This design comes from an exercise in tuning for small area, a short achievable clock period and few clock cycles on the open sky130 flow, not from production work.
Function was checked by simulation only, so behaviour that the tests miss may differ from the original.
Power figures rest on the tool's default switching activity, not on a simulated workload.

==> design.v <==
package hkv_pkg;
    localparam int KEY_W   = 31;
    localparam int VALUE_W = 32;
    localparam int OP_W    = 2;
    localparam int STAT_W  = 2;
    localparam int DEFAULT_BUCKETS = 16;
    localparam int DEFAULT_WAYS    = 4;
    localparam logic [OP_W-1:0] OP_INSERT = 2'd0;
    localparam logic [OP_W-1:0] OP_READ   = 2'd1;
    localparam logic [OP_W-1:0] OP_DELETE = 2'd2;
    localparam logic [STAT_W-1:0] ST_DONE      = 2'd0;
    localparam logic [STAT_W-1:0] ST_NOT_FOUND = 2'd1;
    localparam logic [STAT_W-1:0] ST_FULL      = 2'd2;
    localparam logic [VALUE_W-1:0] VAL_MISS = 32'hFFFF_FFFF;
    localparam logic [VALUE_W-1:0] VAL_ACK  = 32'h0000_0001;
    typedef struct packed {
        logic found;
        logic have_free;
    } way_hit_t;
endpackage
import hkv_pkg::*;
module hkv_bucket_map
#(
    parameter int BUCKETS = DEFAULT_BUCKETS,
    parameter int BW      = 4
)
(
    input  logic             clk,
    input  logic             load,
    input  logic [KEY_W-1:0] key_in,
    output logic [KEY_W-1:0] key_out,
    output logic [BW-1:0]    bucket
);
    localparam logic [31:0]      RECIP = 32'((64'd1 << 31) / BUCKETS);
    localparam logic [KEY_W-1:0] DIV   = KEY_W'(BUCKETS);
    logic [62:0]      prod;
    logic [KEY_W-1:0] quot_next;
    logic [KEY_W-1:0] quot_reg;
    logic [KEY_W-1:0] key_reg;
    logic [KEY_W-1:0] qb;
    logic [KEY_W-1:0] rem;
    logic [KEY_W-1:0] rem_fix;
    assign prod      = 63'(key_in) * 63'(RECIP);
    assign quot_next = prod[61:31];
    always_ff @(posedge clk)
    begin
        if (load)
        begin
            quot_reg <= quot_next;
            key_reg  <= key_in;
        end
    end
    assign qb      = KEY_W'(quot_reg * DIV);
    assign rem     = key_reg - qb;
    assign rem_fix = (rem >= DIV) ? rem - DIV : rem;
    assign bucket  = rem_fix[BW-1:0];
    assign key_out = key_reg;
endmodule
import hkv_pkg::*;
module hkv_way_match
#(
    parameter int WAYS = DEFAULT_WAYS,
    parameter int WW   = 2
)
(
    input  logic [KEY_W-1:0]            key,
    input  logic [WAYS*KEY_W-1:0]       row_keys,
    input  logic [WAYS-1:0]             row_valid,
    output hkv_pkg::way_hit_t           info,
    output logic [WW-1:0]               match_way,
    output logic [WW-1:0]               free_way
);
    always_comb
    begin
        info      = '0;
        match_way = '0;
        free_way  = '0;
        for (int w = WAYS - 1; w >= 0; w--)
        begin
            if (row_valid[w] && (row_keys[w*KEY_W +: KEY_W] == key))
            begin
                info.found = 1'b1;
                match_way  = WW'(w);
            end
            if (!row_valid[w])
            begin
                info.have_free = 1'b1;
                free_way       = WW'(w);
            end
        end
    end
endmodule
import hkv_pkg::*;
module hashed_key_value_table_core
#(
    parameter int BUCKETS = DEFAULT_BUCKETS,
    parameter int WAYS    = DEFAULT_WAYS
)
(
    input  logic                      clk,
    input  logic                      rst_n,
    input  logic                      start,
    output logic                      busy,
    input  logic [OP_W-1:0]           operation,
    input  logic [KEY_W-1:0]          key,
    input  logic signed [VALUE_W-1:0] value,
    output logic                      done,
    output logic signed [VALUE_W-1:0] result_value,
    output logic                      hit,
    output logic [STAT_W-1:0]         status
);
    localparam int BW = (BUCKETS > 1) ? $clog2(BUCKETS) : 1;
    localparam int WW = (WAYS > 1) ? $clog2(WAYS) : 1;
    typedef logic [WAYS*KEY_W-1:0]   key_row_t;
    typedef logic [WAYS*VALUE_W-1:0] val_row_t;
    logic                      accept;
    logic                      s1_vld_reg;
    logic [OP_W-1:0]           s1_op_reg;
    logic        [VALUE_W-1:0] s1_value_reg;
    logic [KEY_W-1:0]          s1_key;
    logic [BW-1:0]             s1_bucket;
    logic                      s2_vld_reg;
    logic [OP_W-1:0]           s2_op_reg;
    logic [KEY_W-1:0]          s2_key_reg;
    logic        [VALUE_W-1:0] s2_value_reg;
    logic [BW-1:0]             s2_bucket_reg;
    key_row_t                  key_mem [BUCKETS];
    val_row_t                  val_mem [BUCKETS];
    key_row_t                  row_keys_reg;
    val_row_t                  row_vals_reg;
    logic [BUCKETS*WAYS-1:0]   valid_reg;
    logic [WAYS-1:0]           valid_row;
    logic [WAYS-1:0]           valid_row_next;
    hkv_pkg::way_hit_t         way_info;
    logic [WW-1:0]             match_way;
    logic [WW-1:0]             free_way;
    logic                      row_wr_en;
    logic                      fwd;
    key_row_t                  wr_keys;
    val_row_t                  wr_vals;
    logic        [VALUE_W-1:0] res_value;
    logic                      res_hit;
    logic [STAT_W-1:0]         res_status;
    logic                      done_reg;
    logic        [VALUE_W-1:0] result_value_reg;
    logic                      hit_reg;
    logic [STAT_W-1:0]         status_reg;
    assign busy   = 1'b0;
    assign accept = start && !busy;
    hkv_bucket_map #(
        .BUCKETS (BUCKETS),
        .BW      (BW)
    ) u_bucket_map (
        .clk     (clk),
        .load    (accept),
        .key_in  (key),
        .key_out (s1_key),
        .bucket  (s1_bucket)
    );
    always_ff @(posedge clk or negedge rst_n)
    begin
        if (!rst_n)
        begin
            s1_vld_reg <= 1'b0;
            s2_vld_reg <= 1'b0;
            done_reg   <= 1'b0;
        end
        else
        begin
            s1_vld_reg <= accept;
            s2_vld_reg <= s1_vld_reg;
            done_reg   <= s2_vld_reg;
        end
    end
    always_ff @(posedge clk)
    begin
        if (accept)
        begin
            s1_op_reg    <= operation;
            s1_value_reg <= value;
        end
        if (s1_vld_reg)
        begin
            s2_op_reg     <= s1_op_reg;
            s2_key_reg    <= s1_key;
            s2_value_reg  <= s1_value_reg;
            s2_bucket_reg <= s1_bucket;
        end
    end
    assign fwd = row_wr_en && (s2_bucket_reg == s1_bucket);
    always_ff @(posedge clk)
    begin
        if (row_wr_en)
        begin
            key_mem[s2_bucket_reg] <= wr_keys;
            val_mem[s2_bucket_reg] <= wr_vals;
        end
        if (s1_vld_reg)
        begin
            if (fwd)
            begin
                row_keys_reg <= wr_keys;
                row_vals_reg <= wr_vals;
            end
            else
            begin
                row_keys_reg <= key_mem[s1_bucket];
                row_vals_reg <= val_mem[s1_bucket];
            end
        end
    end
    assign valid_row = valid_reg[s2_bucket_reg*WAYS +: WAYS];
    hkv_way_match #(
        .WAYS      (WAYS),
        .WW        (WW)
    ) u_way_match (
        .key       (s2_key_reg),
        .row_keys  (row_keys_reg),
        .row_valid (valid_row),
        .info      (way_info),
        .match_way (match_way),
        .free_way  (free_way)
    );
    always_comb
    begin
        row_wr_en      = 1'b0;
        wr_keys        = row_keys_reg;
        wr_vals        = row_vals_reg;
        valid_row_next = valid_row;
        res_value      = VAL_MISS;
        res_hit        = 1'b0;
        res_status     = ST_NOT_FOUND;
        if (s2_vld_reg)
        begin
            unique case (s2_op_reg)
                OP_INSERT:
                begin
                    if (way_info.found)
                    begin
                        row_wr_en          = 1'b1;
                        for (int w = 0; w < WAYS; w++)
                            if (match_way == WW'(w))
                                wr_vals[w*VALUE_W +: VALUE_W] = s2_value_reg;
                        res_value          = VAL_ACK;
                        res_hit            = 1'b1;
                        res_status         = ST_DONE;
                    end
                    else if (way_info.have_free)
                    begin
                        row_wr_en                = 1'b1;
                        for (int w = 0; w < WAYS; w++)
                            if (free_way == WW'(w))
                            begin
                                wr_keys[w*KEY_W +: KEY_W]     = s2_key_reg;
                                wr_vals[w*VALUE_W +: VALUE_W] = s2_value_reg;
                                valid_row_next[w]             = 1'b1;
                            end
                        res_value                = VAL_ACK;
                        res_status               = ST_DONE;
                    end
                    else
                    begin
                        res_status = ST_FULL;
                    end
                end
                OP_READ:
                begin
                    if (way_info.found)
                    begin
                        res_value  = row_vals_reg[match_way*VALUE_W +: VALUE_W];
                        res_hit    = 1'b1;
                        res_status = ST_DONE;
                    end
                end
                OP_DELETE:
                begin
                    if (way_info.found)
                    begin
                        res_value                 = row_vals_reg[match_way*VALUE_W +: VALUE_W];
                        res_hit                   = 1'b1;
                        res_status                = ST_DONE;
                        for (int w = 0; w < WAYS; w++)
                            if (match_way == WW'(w))
                                valid_row_next[w] = 1'b0;
                    end
                end
                default:
                begin
                    res_status = ST_NOT_FOUND;
                end
            endcase
        end
    end
    always_ff @(posedge clk or negedge rst_n)
    begin
        if (!rst_n)
        begin
            valid_reg <= '0;
        end
        else if (s2_vld_reg)
        begin
            for (int b = 0; b < BUCKETS; b++)
                if (s2_bucket_reg == BW'(b))
                    valid_reg[b*WAYS +: WAYS] <= valid_row_next;
        end
    end
    always_ff @(posedge clk)
    begin
        if (s2_vld_reg)
        begin
            result_value_reg <= res_value;
            hit_reg          <= res_hit;
            status_reg       <= res_status;
        end
    end
    assign done         = done_reg;
    assign result_value = result_value_reg;
    assign hit          = hit_reg;
    assign status       = status_reg;
endmodule
==> run.sh <==
#!/bin/bash
# synth_recipe.tcl (not shown) runs the flow's synth.tcl, then flattens the netlist and writes it again
# the make line also repeats each setting of config.mk as NAME=value (left out here)
make -C /OpenROAD-flow-scripts/flow DESIGN_CONFIG=/design/flow/config.mk WORK_HOME=/design/flow/orfs CLKGATE_MAP_FILE= SYNTH_SCRIPT=/design/flow/synth_recipe.tcl finish
==> config.mk <==
export PLATFORM = sky130hd
export DESIGN_NAME = hashed_key_value_table_core
export DESIGN_NICKNAME = hashed_key_value_table_core
export VERILOG_FILES = /design/flow/design.v
export SDC_FILE = /design/flow/constraint.sdc
export NUM_CORES = 4
export LEC_CHECK = 0
export CAP_MARGIN = 20
export CORE_MARGIN = 2
export CORE_UTILIZATION = 40
export SETUP_SLACK_MARGIN = 0.3
export SLEW_MARGIN = 20
==> constraint.sdc <==
create_clock -name core_clock -period 4.5 [get_ports {clk}]
set_input_delay 0.9000 -clock core_clock [delete_from_list [all_inputs] [get_ports {clk}]]
set_output_delay 0.9000 -clock core_clock [all_outputs]
set_load 0.01 [all_outputs]
==> impl_metrics.csv <==
group,metric,value,unit
placement,gp_congestion,0.8643,
floorplan,die_width,666.2,microns
layout,layout.nets,8361,
grt,grt_pass1_wl,622800,microns
sta,clock-skew-final,51.84,ps
cts,clk_path_buf_depth,4,
synth,async_reset_ff_share,1.484,%
layout,post-route-util,46.98,%
sta,final_hold_viol_count,0,
setup_path,critPathTopFamily,"simple AND/OR/NAND/NOR gates",
route,drc,0,
floorplan,core-area,437200,sq um
cts,clockRootBuffer,"clkbuf_16",
sta,maxSlewViolCount,0,
worst_hold_path,hp-class,"flip-flop to flip-flop",
setup_path,criticalPathCategory,"flip-flop to flip-flop",
sta,period_share,93.16,%
layout,multiInputGateArea,38930,sq um
synth,synth_cell_types,55,
cts,htreeDepth,5,
sta,rsz0062_at_grt,"yes",
layout,area_growth,17.09,%
route,drt-wirelength-per-cell,30.04,microns
setup_path,startpoint_type,"flip-flop",
layout,largest_reg_flops,2048,
sta,worst_slew_margin_rel,26.94,%
placement,dpl.cell_count,13570,
floorplan,dieArea,443900,sq um
layout,instances_no_fill,14420,
route,routed-via-count,82210,
synth,synth_area_per_cell,23.61,sq um
job,cap_viol_max_count,0,
route,ant_nets,0,
synth,syn_area,175400,sq um
pwr,p_sw,21.67,mW
setup_path,crit_path_max_incr_delay,710,ps
floorplan,io_pins,105,
floorplan,dieHeight,666.2,microns
cts,clock_latency,1010,ps
pwr,clock_power_share,38.8,%
placement,dp_hpwl,269900,microns
pwr,leakage,65.06,nW
synth,synth-edff-count,4449,
synth,ys_warn_count,3,
cts,clk_transition_reported_paths,70,ps
route,routed_wl,433000,microns
sta,min_period,4192,ps
setup_path,endpoint_kind,"flip-flop",
cts,cts_tree,"built",
pwr,seq_power_share,51.7,%
grt,overflow,0,
sta,worst_pin_slew,1096,ps
route,drt_iter0_drc,9633,
grt,antenna_found_initial,11,
synth,synth_nets,7502,
cts,cts_buffers,431,
grt,grt_usage,19.25,%
synth,synth_seq_area_share,77.11,%
cts,cts.sinks,4516,
synth,postSynthCellCount,7431,
layout,fillers,35140,
grt,grt_pass1_vias,83740,
setup_path,critPathMaxFanout,32,
pwr,p_int,72.89,mW
floorplan,start_util,40.12,%
pwr,peakVddDrop,0.3653,mV
pwr,combPwrFrac,9.5,%
floorplan,std_cell_rows,243,
setup_path,critical_path_required,5230,ps
run_status,status,"timing/DRC/antenna clean",
synth,ys_seq_elements,4516,
setup_path,critPathSlowestCell,"xnor2_1",
placement,io_buffers,103,
setup_path,cp_cell_sequence,"xnor2_1 > nand4_1 > nor4_4 > buf_4 > nand3_2 > buf_4 > and3_1 > o2111ai_4 > buf_12 > mux2_2 > mux2_2",
layout,drive_above_1_share,36.18,%
sta,fmax,0.2385,GHz
route,routed_via_density,5.702,
pwr,switching_share,22.92,%
pwr,p_per_area,460.4,nW/um^2
sta,setup_violations,0,
layout,seq_area,135300,sq um
setup_path,path_buf_inv,3,
synth,dominantRegCellSynth,"edfxtp_1",
grt,grt_max_degree,83,
route,first_pass_iters,7,
setup_path,critPathArrivalTime,4930,ps
repair_timing:
item                                     CTS  global route
pin swaps                                  3             3
hold buffers                               1             0
endpoints found under the setup margin  7701          1753
endpoints found under the hold margin     17             0
buffers inserted                          31            13
gates resized for setup                   15            10
cells in the final DEF, fill, tap and decap left out, types with 30 or more instances in the layout:
| cell | instances |
|---|---|
| nor2_1 | 97 |
| clkdlybuf4s50_1 | 101 |
| mux2_4 | 30 |
| mux2_2 | 394 |
| buf_4 | 491 |
| xnor2_1 | 60 |
| clkinv_1 | 101 |
| bufinv_16 | 57 |
| edfxtp_1 | 4449 |
| o21ai_0 | 50 |
| clkbuf_16 | 433 |
| a21oi_1 | 50 |
| a22o_1 | 33 |
| clkinv_2 | 89 |
| a31oi_1 | 66 |
| dfrtp_1 | 65 |
| buf_12 | 248 |
| clkbuf_1 | 68 |
| a22oi_1 | 33 |
| xor2_1 | 63 |
| nand2_1 | 162 |
| mux2i_1 | 32 |
| mux4_2 | 1276 |
cell families after synthesis:
group / share of synthesized area [%]
DFF: 77.11
muxes: 19.45
buffers and inverters: 0.9643
and+or+nand+nor: 0.9108
AOI/OAI and AO/OA: 0.8958
xor gates and xnor gates: 0.6391
adders and majority gates: 0.02140
other: 0.002138
per-layer routing:
| metal | wire (microns) | GRT usage, % | vias up |
|---|---|---|---|
| met5 | 22 | 0 | - |
| met4 | 11820 | 5.050 | 4 |
| met3 | 26950 | 2.317 | 578 |
| met2 | 207600 | 30.79 | 3130 |
| met1 | 186600 | 28.21 | 44940 |
| li1 | - | - | 33550 |
final timing paths:
kind / end / start / cells past startpoint / slack [ps]
setup / recovery: row_vals_reg[78] / s2_key_reg[17] / 11 / 310
max in group asynchronous: s1_vld_reg / rst_n / 3 / 3240
setup reg to reg: row_vals_reg[78] / s2_key_reg[17] / 11 / 310
min in group asynchronous: done_reg / rst_n / 2 / 450
hold / removal: s2_value_reg[13] / s1_value_reg[13] / 0 / 400
hold reg to reg: s2_value_reg[13] / s1_value_reg[13] / 0 / 400
cells in the mapped netlist, drive strengths merged (4+ instances only):
library cell	number	area, sq um
nand2	164	618.1
nand4	22	137.6
clkbuf	286	1074
nand3	7	40.04
o21ai	53	265.3
a22oi	33	247.7
mux2i	32	320.3
nor3	11	60.06
or3	5	31.28
buf	132	603.1
xor2	63	551.8
mux4	1276	28740
inv	4	15.01
a22o	33	289.0
a21oi	51	255.2
a31oi	66	412.9
edfxtp	4449	133600
mux2	440	5067
nor4	20	131.4
dfrtp	67	1677
xnor2	65	569.3
nor2	117	441.7
cell type report:
class                      count  area share, %
sequential                  4516          65.86
multi-input combinational   2493          18.95
clock buffer                 501          5.399
timing repair buffer         844          4.732
tap                         5757          3.507
clock inverter               292          1.530
antenna                        9        0.01096
inverter                       4       0.007310
through the flow:
stage / hold slack, ps / area (sq um) / TNS [ps] / worst slack, ps / power (mW)
2_1_floorplan: 400.3 / 175600 / -7914440 / -2015 / 54.76
3_3_place_gp: 405.5 / 190500 / -1495010 / -608.1 / 58.47
3_5_place_dp: 405.4 / 190600 / -193980 / -297.3 / 58.69
4_1_cts: 374.2 / 205200 / 0 / 264.7 / 95.21
5_1_grt: 400.5 / 205400 / 0 / 219.1 / 97.34
6_report: 402.3 / 205400 / 0 / 307.8 / 94.57
worst register-to-register path, cell delays in order (launching register included):
cell and delay (ps):
edfxtp_1 550, xnor2_1 720, nand4_1 270, nor4_4 260, buf_4 220, nand3_2 130, buf_4 180, and3_1 220
o2111ai_4 220, buf_12 250, mux2_2 660, mux2_2 300
power by group through the flow:
stage | sequential [mW] | clock [mW] | combinational, mW
after floorplan | 49.5 | 0 | 5.31
after global routing | 49.0 | 38.8 | 9.54
final | 48.9 | 36.7 | 8.98
after detailed placement | 49.8 | 0 | 8.86
after CTS | 48.9 | 37.3 | 8.98
after global placement | 49.8 | 0 | 8.66
Testbench counts, summed over its fixed seeds: cycles 16,024.

-- afterwards: timing with drivers on the ports --
No port has a modelled driver above. Below, the same layout with a new extraction and two added sets of constraints. Step 1 (the two cells are an assumption about what drives the block):
set clk [get_ports {clk}]
set_driving_cell -lib_cell sky130_fd_sc_hd__clkbuf_16 $clk
set_driving_cell -lib_cell sky130_fd_sc_hd__buf_2 [delete_from_list [all_inputs] $clk]
Step 2 times the ports against the registers' clock, not the clock port: input delays grow and output delays shrink by t, the midpoint of the rising clock arrivals with the driver on. a / b / c = ideal / step 1 / step 2; a / b = the first two.
shift t [ns]: 1.095
slack for setup (ns): 0.308 / 0.308 / 0.308
slew at the worst register clock pin (ns): 0.07 / 0.07
worst slew at a driven data input, ns: 0.08
After both steps setup and hold are still met in this run. The setup slack of this run moves by 0.000 ns with the drivers and by 0.000 ns with both steps.
